This design comes from an exercise in tuning for small area on the open sky130 flow, not from production work.
Function was checked by simulation only, so behaviour that the tests miss may differ from the original.
Power is estimated from default activity; no workload was simulated. The flow treats the clock pin as an ideal source, which a real chip does not have.

==> nickel: inputs <==
==> flow/design.v <==
package fetch_pkg;
    typedef logic [32-1:0] addr_t;
    typedef enum logic {
        FETCH_IDLE,
        FETCH_WAIT
    } fetch_state_t;
    typedef enum logic [6:0] {
        OP_BRANCH = 7'b1100011,
        OP_JALR   = 7'b1100111,
        OP_JAL    = 7'b1101111
    } opcode_t;
    typedef struct packed {
        logic  valid;
        addr_t tag;
        addr_t target;
    } btb_entry_t;
endpackage
module fetch_stage (
    input  logic             clk,
    input  logic             rst,
    input  logic             redirect_valid,
    input  fetch_pkg::addr_t redirect_pc,
    output logic             icache_req_valid,
    output fetch_pkg::addr_t icache_req_addr,
    input  logic             icache_req_ready,
    input  logic             icache_resp_valid,
    input  fetch_pkg::addr_t icache_resp_data,
    output logic             inst_valid,
    output fetch_pkg::addr_t inst,
    output fetch_pkg::addr_t inst_pc,
    output logic             inst_pred_taken,
    output fetch_pkg::addr_t inst_pred_target,
    input  logic             inst_ready,
    input  logic             btb_update_valid,
    input  fetch_pkg::addr_t btb_update_pc,
    input  fetch_pkg::addr_t btb_update_target
);
    localparam int NB = 32;           
    localparam int BW = 60;           
    localparam int NR = 8;            
    localparam logic [2:0] S_REQ  = 3'd0;    
    localparam logic [2:0] S_WAIT = 3'd1;    
    localparam logic [2:0] S_PRED = 3'd2;    
    localparam logic [2:0] S_RASW = 3'd3;    
    localparam logic [2:0] S_RASR = 3'd4;    
    localparam logic [2:0] S_ADDR = 3'd5;    
    localparam logic [2:0] S_ADDT = 3'd6;    
    localparam logic [2:0] S_SHOW = 3'd7;    
    logic [2:0]    state;
    logic [31:0]   pc;
    logic [31:0]   word;
    logic [31:0]   target;
    logic          taken_q;
    logic [4:0]    ph;
    logic [2:0]    top;
    logic [3:0]    count;
    logic          started;
    logic          carry;
    logic [NB*BW-1:0] btb;
    logic [NR*32-1:0] ras;
    assign icache_req_valid = (state == S_REQ);
    assign icache_req_addr  = {target[31:2], 2'b00};
    assign inst_valid       = (state == S_SHOW);
    assign inst             = word;
    assign inst_pc          = pc;
    assign inst_pred_taken  = taken_q;
    assign inst_pred_target = target;
    logic       is_branch, is_jal, is_jalr, is_jump;
    logic [4:0] rd, rs1;
    logic       rd_link, rs1_link, empty, use_ras;
    assign is_branch = (word[6:0] == 7'b1100011);
    assign is_jal    = (word[6:0] == 7'b1101111);
    assign is_jalr   = (word[6:0] == 7'b1100111);
    assign is_jump   = is_jal || is_jalr;
    assign rd        = word[11:7];
    assign rs1       = word[19:15];
    assign rd_link   = (rd == 5'd1) || (rd == 5'd5);
    assign rs1_link  = (rs1 == 5'd1) || (rs1 == 5'd5);
    assign empty     = (count == 4'd0);
    assign use_ras   = is_jalr && rs1_link && !empty;
    logic r_push, r_pop, r_repl;
    assign r_pop  = is_jump && !rd_link && rs1_link;
    assign r_repl = is_jump && rd_link && rs1_link && (rd != rs1) && !empty;
    assign r_push = is_jump && rd_link && !r_repl;
    logic       adding, add_run, add_last, abit, sbit, cin;
    logic [4:0] bi;
    assign bi       = ph - pc[6:2] - 5'd1;
    assign adding   = (state == S_ADDR) || (state == S_ADDT);
    assign add_run  = adding && (started || bi == 5'd0);
    assign add_last = add_run && (bi == 5'd31);
    always_comb begin
        if (state == S_ADDT && is_jal) begin
            if (bi == 5'd0)       abit = 1'b0;
            else if (bi <= 5'd10) abit = word[5'd20 + bi];
            else if (bi == 5'd11) abit = word[20];
            else if (bi <= 5'd19) abit = word[bi];
            else                  abit = word[31];
        end else begin
            abit = (bi == 5'd2);
        end
    end
    assign cin  = (bi != 5'd0) && carry;
    assign sbit = target[0] ^ abit ^ cin;
    logic [BW-1:0] row0;
    logic          hit, taken;
    assign row0  = btb[BW-1:0];
    assign hit   = row0[BW-1] && (row0[58:32] == {pc[31:7], pc[1:0]});
    assign taken = is_jump || (is_branch && hit);
    logic ras_wr, ras_rd;
    assign ras_wr  = (state == S_RASW) && (ph[2:0] == top + {2'b00, r_push});
    assign ras_rd  = ((state == S_RASR) && (ph[2:0] == top))
                     || (ras_wr && use_ras && r_repl);
    always_ff @(posedge clk) begin
        if (rst) begin
            state   <= S_REQ;
            count   <= 4'd0;
            top     <= 3'd0;
            ph      <= 5'd0;
            started <= 1'b0;
        end else begin
            ph <= ph + 5'd1;
            started <= add_run && !add_last;
            if (redirect_valid) begin
                state   <= S_REQ;
                count   <= 4'd0;
                started <= 1'b0;
            end else begin
                case (state)
                    S_REQ:  if (icache_req_ready) state <= S_WAIT;
                    S_WAIT: if (icache_resp_valid) state <= S_PRED;
                    S_PRED: begin
                        if (r_push || r_repl) begin
                            state <= S_RASW;
                        end else if (use_ras) begin
                            state <= S_RASR;
                        end else begin
                            if (r_pop && !empty) begin
                                top   <= top - 3'd1;
                                count <= count - 4'd1;
                            end
                            state <= S_ADDT;
                        end
                    end
                    S_RASW: if (ras_wr) begin
                        if (r_push && !use_ras) begin
                            top <= top + 3'd1;
                            if (count != 4'd8) count <= count + 4'd1;
                        end
                        if (use_ras) state <= r_repl ? S_ADDR : S_RASR;
                        else         state <= S_ADDT;
                    end
                    S_RASR: if (ras_rd) begin
                        if (r_push) begin
                            top <= top + 3'd1;
                            if (count != 4'd8) count <= count + 4'd1;
                        end else begin
                            top   <= top - 3'd1;
                            count <= count - 4'd1;
                        end
                        state <= S_ADDR;
                    end
                    S_ADDR, S_ADDT: if (add_last) state <= S_SHOW;
                    S_SHOW: if (inst_ready) state <= S_REQ;
                    default: state <= S_REQ;
                endcase
            end
        end
    end
    always_ff @(posedge clk) begin
        if (state == S_REQ) begin
            pc <= target;
        end
    end
    always_ff @(posedge clk) begin
        carry <= (target[0] & abit) | (target[0] & cin) | (abit & cin);
        if (state == S_WAIT) begin
            word <= icache_resp_data;
        end
        if (add_last) begin
            taken_q <= (state == S_ADDR) || taken;
        end
        if (rst) begin
            target <= 32'haaaaa000;
        end else if (redirect_valid) begin
            target <= redirect_pc;
        end else if (add_last && state == S_ADDT && taken && hit) begin
            target <= row0[31:0];
        end else if (add_run) begin
            target <= {sbit, target[31:1]};
        end else if (ras_rd) begin
            target <= ras[31:0];
        end
    end
    logic [4:0]    phn;
    logic [4:0]    wpos, kpos;
    logic [BW-1:0] wrow;
    logic [NB-1:0] wsel_n, keep_n;
    assign wpos = btb_update_pc[6:2] - ph - 5'd1;
    assign kpos = btb_update_pc[6:2] + phn;
    assign wrow = {1'b1, btb_update_pc[31:7], btb_update_pc[1:0], btb_update_target};
    always_ff @(posedge clk) begin
        if (rst) phn <= 5'h1f;
        else     phn <= phn - 5'd1;
    end
    always_comb begin
        for (int j = 0; j < NB; j++) begin
            wsel_n[j] = !(btb_update_valid && (wpos == 5'(j)));
            keep_n[j] = btb_update_valid && (kpos == 5'(j));
        end
    end
    always_ff @(posedge clk) begin
        for (int j = 0; j < NB; j++) begin
            btb[j*BW +: BW] <= ~(({BW{wsel_n[j]}} | ~(wrow ^ {BW{j[0]}}))
                                & ({BW{keep_n[j]}} | btb[((j+1)%NB)*BW +: BW]));
            if (rst) begin
                btb[j*BW+BW-1] <= j[0];
            end
        end
    end
    always_ff @(posedge clk) begin
        for (int j = 0; j < NR-1; j++) begin
            ras[j*32 +: 32] <= ras[(j+1)*32 +: 32];
        end
        if (ras_wr) begin
            ras[(NR-1)*32 +: 32] <= pc;
        end else begin
            ras[(NR-1)*32 +: 32] <= ras[31:0];
        end
    end
endmodule
==> flow/flow/run.sh <==
#!/bin/bash
# Standard layout with buf_1 port buffers and a clock tree without dummy loads.
# Each tool's output goes to a log of its own in this folder.
set -euo pipefail
bash standard.sh \
  BUFFER_PORTS_ARGS="-buffer_cell sky130_fd_sc_hd__buf_1" \
  CTS_ARGS="-sink_clustering_enable -repair_clock_nets -dont_use_dummy_load -sink_clustering_size 32 -sink_clustering_max_diameter 100" \
  finish > standard_make.log 2>&1
==> flow/standard.sh <==
#!/bin/bash
# synth_recipe.tcl (not shown) runs the flow's synth.tcl, then flattens the netlist and writes it again
# the make line also repeats each setting of config.mk as NAME=value (left out here)
make -C /OpenROAD-flow-scripts/flow DESIGN_CONFIG=/design/flow/config.mk WORK_HOME=/design/flow/orfs CLKGATE_MAP_FILE= SYNTH_SCRIPT=/design/flow/synth_recipe.tcl "${@:-finish}"
==> flow/config.mk <==
export PLATFORM = sky130hd
export DESIGN_NAME = fetch_stage
export DESIGN_NICKNAME = fetch_stage
export VERILOG_FILES = /design/flow/design.v
export SDC_FILE = /design/flow/constraint.sdc
export NUM_CORES = 4
export LEC_CHECK = 0
export ABC_AREA = 1
export CAP_MARGIN = 20
export CORE_MARGIN = 2
export CORE_UTILIZATION = 72
export CTS_CLUSTER_DIAMETER = 100
export CTS_CLUSTER_SIZE = 30
export SLEW_MARGIN = 20
==> flow/constraint.sdc <==
create_clock -name core_clock -period 6.0 [get_ports {clk}]
set_input_delay 1.2000 -clock core_clock [delete_from_list [all_inputs] [get_ports {clk}]]
set_output_delay 1.2000 -clock core_clock [all_outputs]
set_load 0.01 [all_outputs]
==> ember: changes against nickel <==
--- a/flow/design.v
+++ b/flow/design.v
@@ -61,3 +61,3 @@
     assign icache_req_valid = (state == S_REQ);
-    assign icache_req_addr  = {target[31:2], 2'b00};
+    assign icache_req_addr  = {pc[31:2], 2'b00};
     assign inst_valid       = (state == S_SHOW);
@@ -108,3 +108,3 @@
     assign taken = is_jump || (is_branch && hit);
-    logic ras_wr, ras_rd;
+    logic ras_wr, ras_rd, to_addt;
     assign ras_wr  = (state == S_RASW) && (ph[2:0] == top + {2'b00, r_push});
@@ -112,2 +112,4 @@
                      || (ras_wr && use_ras && r_repl);
+    assign to_addt = ((state == S_PRED) && !r_push && !r_repl && !use_ras)
+                     || (ras_wr && !use_ras);
     always_ff @(posedge clk) begin
@@ -169,3 +171,7 @@
     always_ff @(posedge clk) begin
-        if (state == S_REQ) begin
+        if (rst) begin
+            pc <= 32'haaaaa000;
+        end else if (redirect_valid) begin
+            pc <= redirect_pc;
+        end else if (state == S_SHOW && inst_ready) begin
             pc <= target;
@@ -181,7 +187,3 @@
         end
-        if (rst) begin
-            target <= 32'haaaaa000;
-        end else if (redirect_valid) begin
-            target <= redirect_pc;
-        end else if (add_last && state == S_ADDT && taken && hit) begin
+        if (add_last && state == S_ADDT && taken && hit) begin
             target <= row0[31:0];
@@ -191,2 +193,4 @@
             target <= ras[31:0];
+        end else if (to_addt) begin
+            target <= pc;
         end
==> flow/flow/run.sh (replaced) <==
#!/bin/bash
# Standard layout with buf_1 port buffers and a clock tree without dummy loads.
# Each tool's output goes to a log of its own in this folder.
set -euo pipefail
bash standard.sh \
  BUFFER_PORTS_ARGS="-buffer_cell sky130_fd_sc_hd__buf_1" \
  CTS_ARGS="-sink_clustering_enable -repair_clock_nets -dont_use_dummy_load -sink_clustering_size 34 -sink_clustering_max_diameter 60" \
  finish > standard_make.log 2>&1
==> lagoon: changes against nickel <==
==> flow/design.v, changed modules only <==
module fetch_stage (
    input  logic             clk,
    input  logic             rst,
    input  logic             redirect_valid,
    input  fetch_pkg::addr_t redirect_pc,
    output logic             icache_req_valid,
    output fetch_pkg::addr_t icache_req_addr,
    input  logic             icache_req_ready,
    input  logic             icache_resp_valid,
    input  fetch_pkg::addr_t icache_resp_data,
    output logic             inst_valid,
    output fetch_pkg::addr_t inst,
    output fetch_pkg::addr_t inst_pc,
    output logic             inst_pred_taken,
    output fetch_pkg::addr_t inst_pred_target,
    input  logic             inst_ready,
    input  logic             btb_update_valid,
    input  fetch_pkg::addr_t btb_update_pc,
    input  fetch_pkg::addr_t btb_update_target
);
    localparam int NB = 32;           
    localparam int BW = 60;           
    localparam int NR = 8;            
    localparam logic [2:0] S_REQ  = 3'd0;
    localparam logic [2:0] S_WAIT = 3'd1;
    localparam logic [2:0] S_PRED = 3'd2;
    localparam logic [2:0] S_RASS = 3'd3;    
    localparam logic [2:0] S_RASB = 3'd5;    
    localparam logic [2:0] S_BTB  = 3'd6;
    localparam logic [2:0] S_SHOW = 3'd4;
    logic [2:0]    state;
    logic [31:0]   pc;
    logic [31:0]   word;
    logic [31:0]   target;
    logic          taken_q;
    logic [4:0]    ph;
    logic [2:0]    top;
    logic [3:0]    count;
    logic [NB*BW-1:0] btb;
    logic [NR*32-1:0] ras;
    assign icache_req_valid = (state == S_REQ);
    assign icache_req_addr  = {pc[31:2], 2'b00};
    assign inst_valid       = (state == S_SHOW);
    assign inst             = word;
    assign inst_pc          = pc;
    assign inst_pred_taken  = taken_q;
    assign inst_pred_target = target;
    logic       is_branch, is_jal, is_jalr, is_jump;
    logic [4:0] rd, rs1;
    logic       rd_link, rs1_link, empty, use_ras;
    assign is_branch = (word[6:0] == 7'b1100011);
    assign is_jal    = (word[6:0] == 7'b1101111);
    assign is_jalr   = (word[6:0] == 7'b1100111);
    assign is_jump   = is_jal || is_jalr;
    assign rd        = word[11:7];
    assign rs1       = word[19:15];
    assign rd_link   = (rd == 5'd1) || (rd == 5'd5);
    assign rs1_link  = (rs1 == 5'd1) || (rs1 == 5'd5);
    assign empty     = (count == 4'd0);
    assign use_ras   = is_jalr && rs1_link && !empty;
    logic [30:0] addend;
    logic [31:0] sum;
    assign addend = (state == S_BTB && is_jal)
                    ? {{12{word[31]}}, word[19:12], word[20], word[30:21]}
                    : 31'd2;
    assign sum    = {pc[31:1] + addend, pc[0]};
    logic [BW-1:0] row0;
    logic          hit, taken;
    assign row0  = btb[BW-1:0];
    assign hit   = row0[BW-1] && (row0[58:32] == {pc[31:7], pc[1:0]});
    assign taken = is_jump || (is_branch && hit);
    logic ras_rd, btb_rd, ras_wr, ras_at_top;
    assign ras_at_top = (ph[2:0] == top);
    assign ras_rd = (state == S_PRED) && use_ras && ras_at_top;
    assign btb_rd = (state == S_BTB) && (ph == pc[6:2]);
    assign ras_wr = (state == S_RASS || state == S_RASB) && ras_at_top;
    logic r_push, r_pop, r_repl;
    assign r_pop  = is_jump && !rd_link && rs1_link;
    assign r_repl = is_jump && rd_link && rs1_link && (rd != rs1) && !empty;
    assign r_push = is_jump && rd_link && !r_repl;
    always_ff @(posedge clk) begin
        if (rst) begin
            state <= S_REQ;
            pc    <= 32'haaaaa000;
            count <= 4'd0;
            top   <= 3'd0;
            ph    <= 5'd0;
        end else begin
            ph <= ph + 5'd1;
            if (redirect_valid) begin
                state <= S_REQ;
                pc    <= redirect_pc;
                count <= 4'd0;
            end else begin
                case (state)
                    S_REQ:  if (icache_req_ready) state <= S_WAIT;
                    S_WAIT: if (icache_resp_valid) state <= S_PRED;
                    S_PRED: if (!use_ras || ras_at_top) begin
                        if (r_push) begin
                            top <= top + 3'd1;
                            if (count != 4'd8) count <= count + 4'd1;
                        end else if (r_pop && !empty) begin
                            top   <= top - 3'd1;
                            count <= count - 4'd1;
                        end
                        if (r_push || r_repl) begin
                            state <= use_ras ? S_RASS : S_RASB;
                        end else begin
                            state <= use_ras ? S_SHOW : S_BTB;
                        end
                    end
                    S_RASS: if (ras_at_top) state <= S_SHOW;
                    S_RASB: if (ras_at_top) state <= S_BTB;
                    S_BTB:  if (btb_rd) state <= S_SHOW;
                    S_SHOW: if (inst_ready) begin
                        state <= S_REQ;
                        pc    <= target;
                    end
                    default: state <= S_REQ;
                endcase
            end
        end
    end
    always_ff @(posedge clk) begin
        if (state == S_WAIT && icache_resp_valid) begin
            word <= icache_resp_data;
        end
        if (ras_rd) begin
            taken_q <= 1'b1;
            target  <= ras[31:0];
        end
        if (btb_rd) begin
            taken_q <= taken;
            if (taken && hit) begin
                target <= row0[31:0];
            end else begin
                target <= sum;
            end
        end
    end
    logic [4:0]    phn;
    logic [4:0]    wpos, kpos;
    logic [BW-1:0] wrow;
    logic [NB-1:0] wsel_n, keep_n;
    assign wpos = btb_update_pc[6:2] - ph - 5'd1;
    assign kpos = btb_update_pc[6:2] + phn;
    assign wrow = {1'b1, btb_update_pc[31:7], btb_update_pc[1:0], btb_update_target};
    always_ff @(posedge clk) begin
        if (rst) phn <= 5'h1f;
        else     phn <= phn - 5'd1;
    end
    always_comb begin
        for (int j = 0; j < NB; j++) begin
            wsel_n[j] = !(btb_update_valid && (wpos == 5'(j)));
            keep_n[j] = btb_update_valid && (kpos == 5'(j));
        end
    end
    always_ff @(posedge clk) begin
        for (int j = 0; j < NB; j++) begin
            btb[j*BW +: BW] <= ~(({BW{wsel_n[j]}} | ~(wrow ^ {BW{j[0]}}))
                                & ({BW{keep_n[j]}} | btb[((j+1)%NB)*BW +: BW]));
            if (rst) begin
                btb[j*BW+BW-1] <= j[0];
            end
        end
    end
    always_ff @(posedge clk) begin
        for (int j = 0; j < NR-1; j++) begin
            ras[j*32 +: 32] <= ras[(j+1)*32 +: 32];
        end
        if (ras_wr) begin
            ras[(NR-1)*32 +: 32] <= sum;
        end else begin
            ras[(NR-1)*32 +: 32] <= ras[31:0];
        end
    end
endmodule
==> flow/flow/run.sh (replaced) <==
#!/bin/bash
# Standard layout with buf_1 port buffers and a clock tree without dummy loads.
# Each tool's output goes to a log of its own in this folder.
set -euo pipefail
bash standard.sh \
  BUFFER_PORTS_ARGS="-buffer_cell sky130_fd_sc_hd__buf_1" \
  CTS_ARGS="-sink_clustering_enable -repair_clock_nets -dont_use_dummy_load -sink_clustering_size 30 -sink_clustering_max_diameter 100" \
  finish > standard_make.log 2>&1
CORE_UTILIZATION = 60   (was 72)
GPL_TIMING_DRIVEN = 0   (was default)
==> qor summary <==
                                                                     lagoon             ember            nickel
Run status                                                   finished clean    finished clean    finished clean
Via count of the first global-routing pass                            45600             46400             46700
Reg-to-Reg Start                                          word[1]$_DFFE_PP_  ph[1]$_SDFF_PP0_  ph[1]$_SDFF_PP0_
Wire length per cell after detailed routing                         27.4 um           29.1 um           29.4 um
Adder and majority cell fraction of the synthesized area            0.00740           0.00583           0.00550
Met3 routed wirelength                                              22.4 mm           26.0 mm           27.0 mm
Vias per cell                                                          6.29              7.04              6.98
Initial detailed-routing violation count                               6215              6105              6186
Switching power summed over all nets                                9.61 mW           9.55 mW           9.82 mW
Cell total after placement                                             7843              6963              7029
Multi-input gate area                                            0.0174 mm2        0.0175 mm2        0.0170 mm2
Cells on worst reg2reg path                                              17                15                16
P_comb                                                              5.61 mW           5.63 mW           5.84 mW

[port drivers added, routing unchanged]
The results above use ideal ports. As a check the final layouts listed here were re-extracted and re-timed, cells and wires unchanged.
Step 1 sets driving cells, clkbuf_16 on the clock port and buf_2 on the other inputs (assumed; they add their load-dependent delay and slew).
Step 2, shift: input delay + t, output delay - t, t = (earliest + latest rising clock arrival at the registers) / 2. This alone moves slack from input paths to output paths.
Slacks: ideal / step 1 / step 2; pairs: ideal / step 1.
run	shift t [ns]	setup WS [ns]	worst setup path after step 2
nickel	0.789	1.019 / 1.019 / 1.019	register to register
ember	0.789	1.450 / 1.450 / 0.961	input to register
lagoon	0.782	1.263 / 1.263 / 1.097	input to register
After both steps setup and hold are still met in every run listed. The setup slack of ember, which loses most, moves by 0.000 ns with the drivers and by -0.489 ns with both steps.
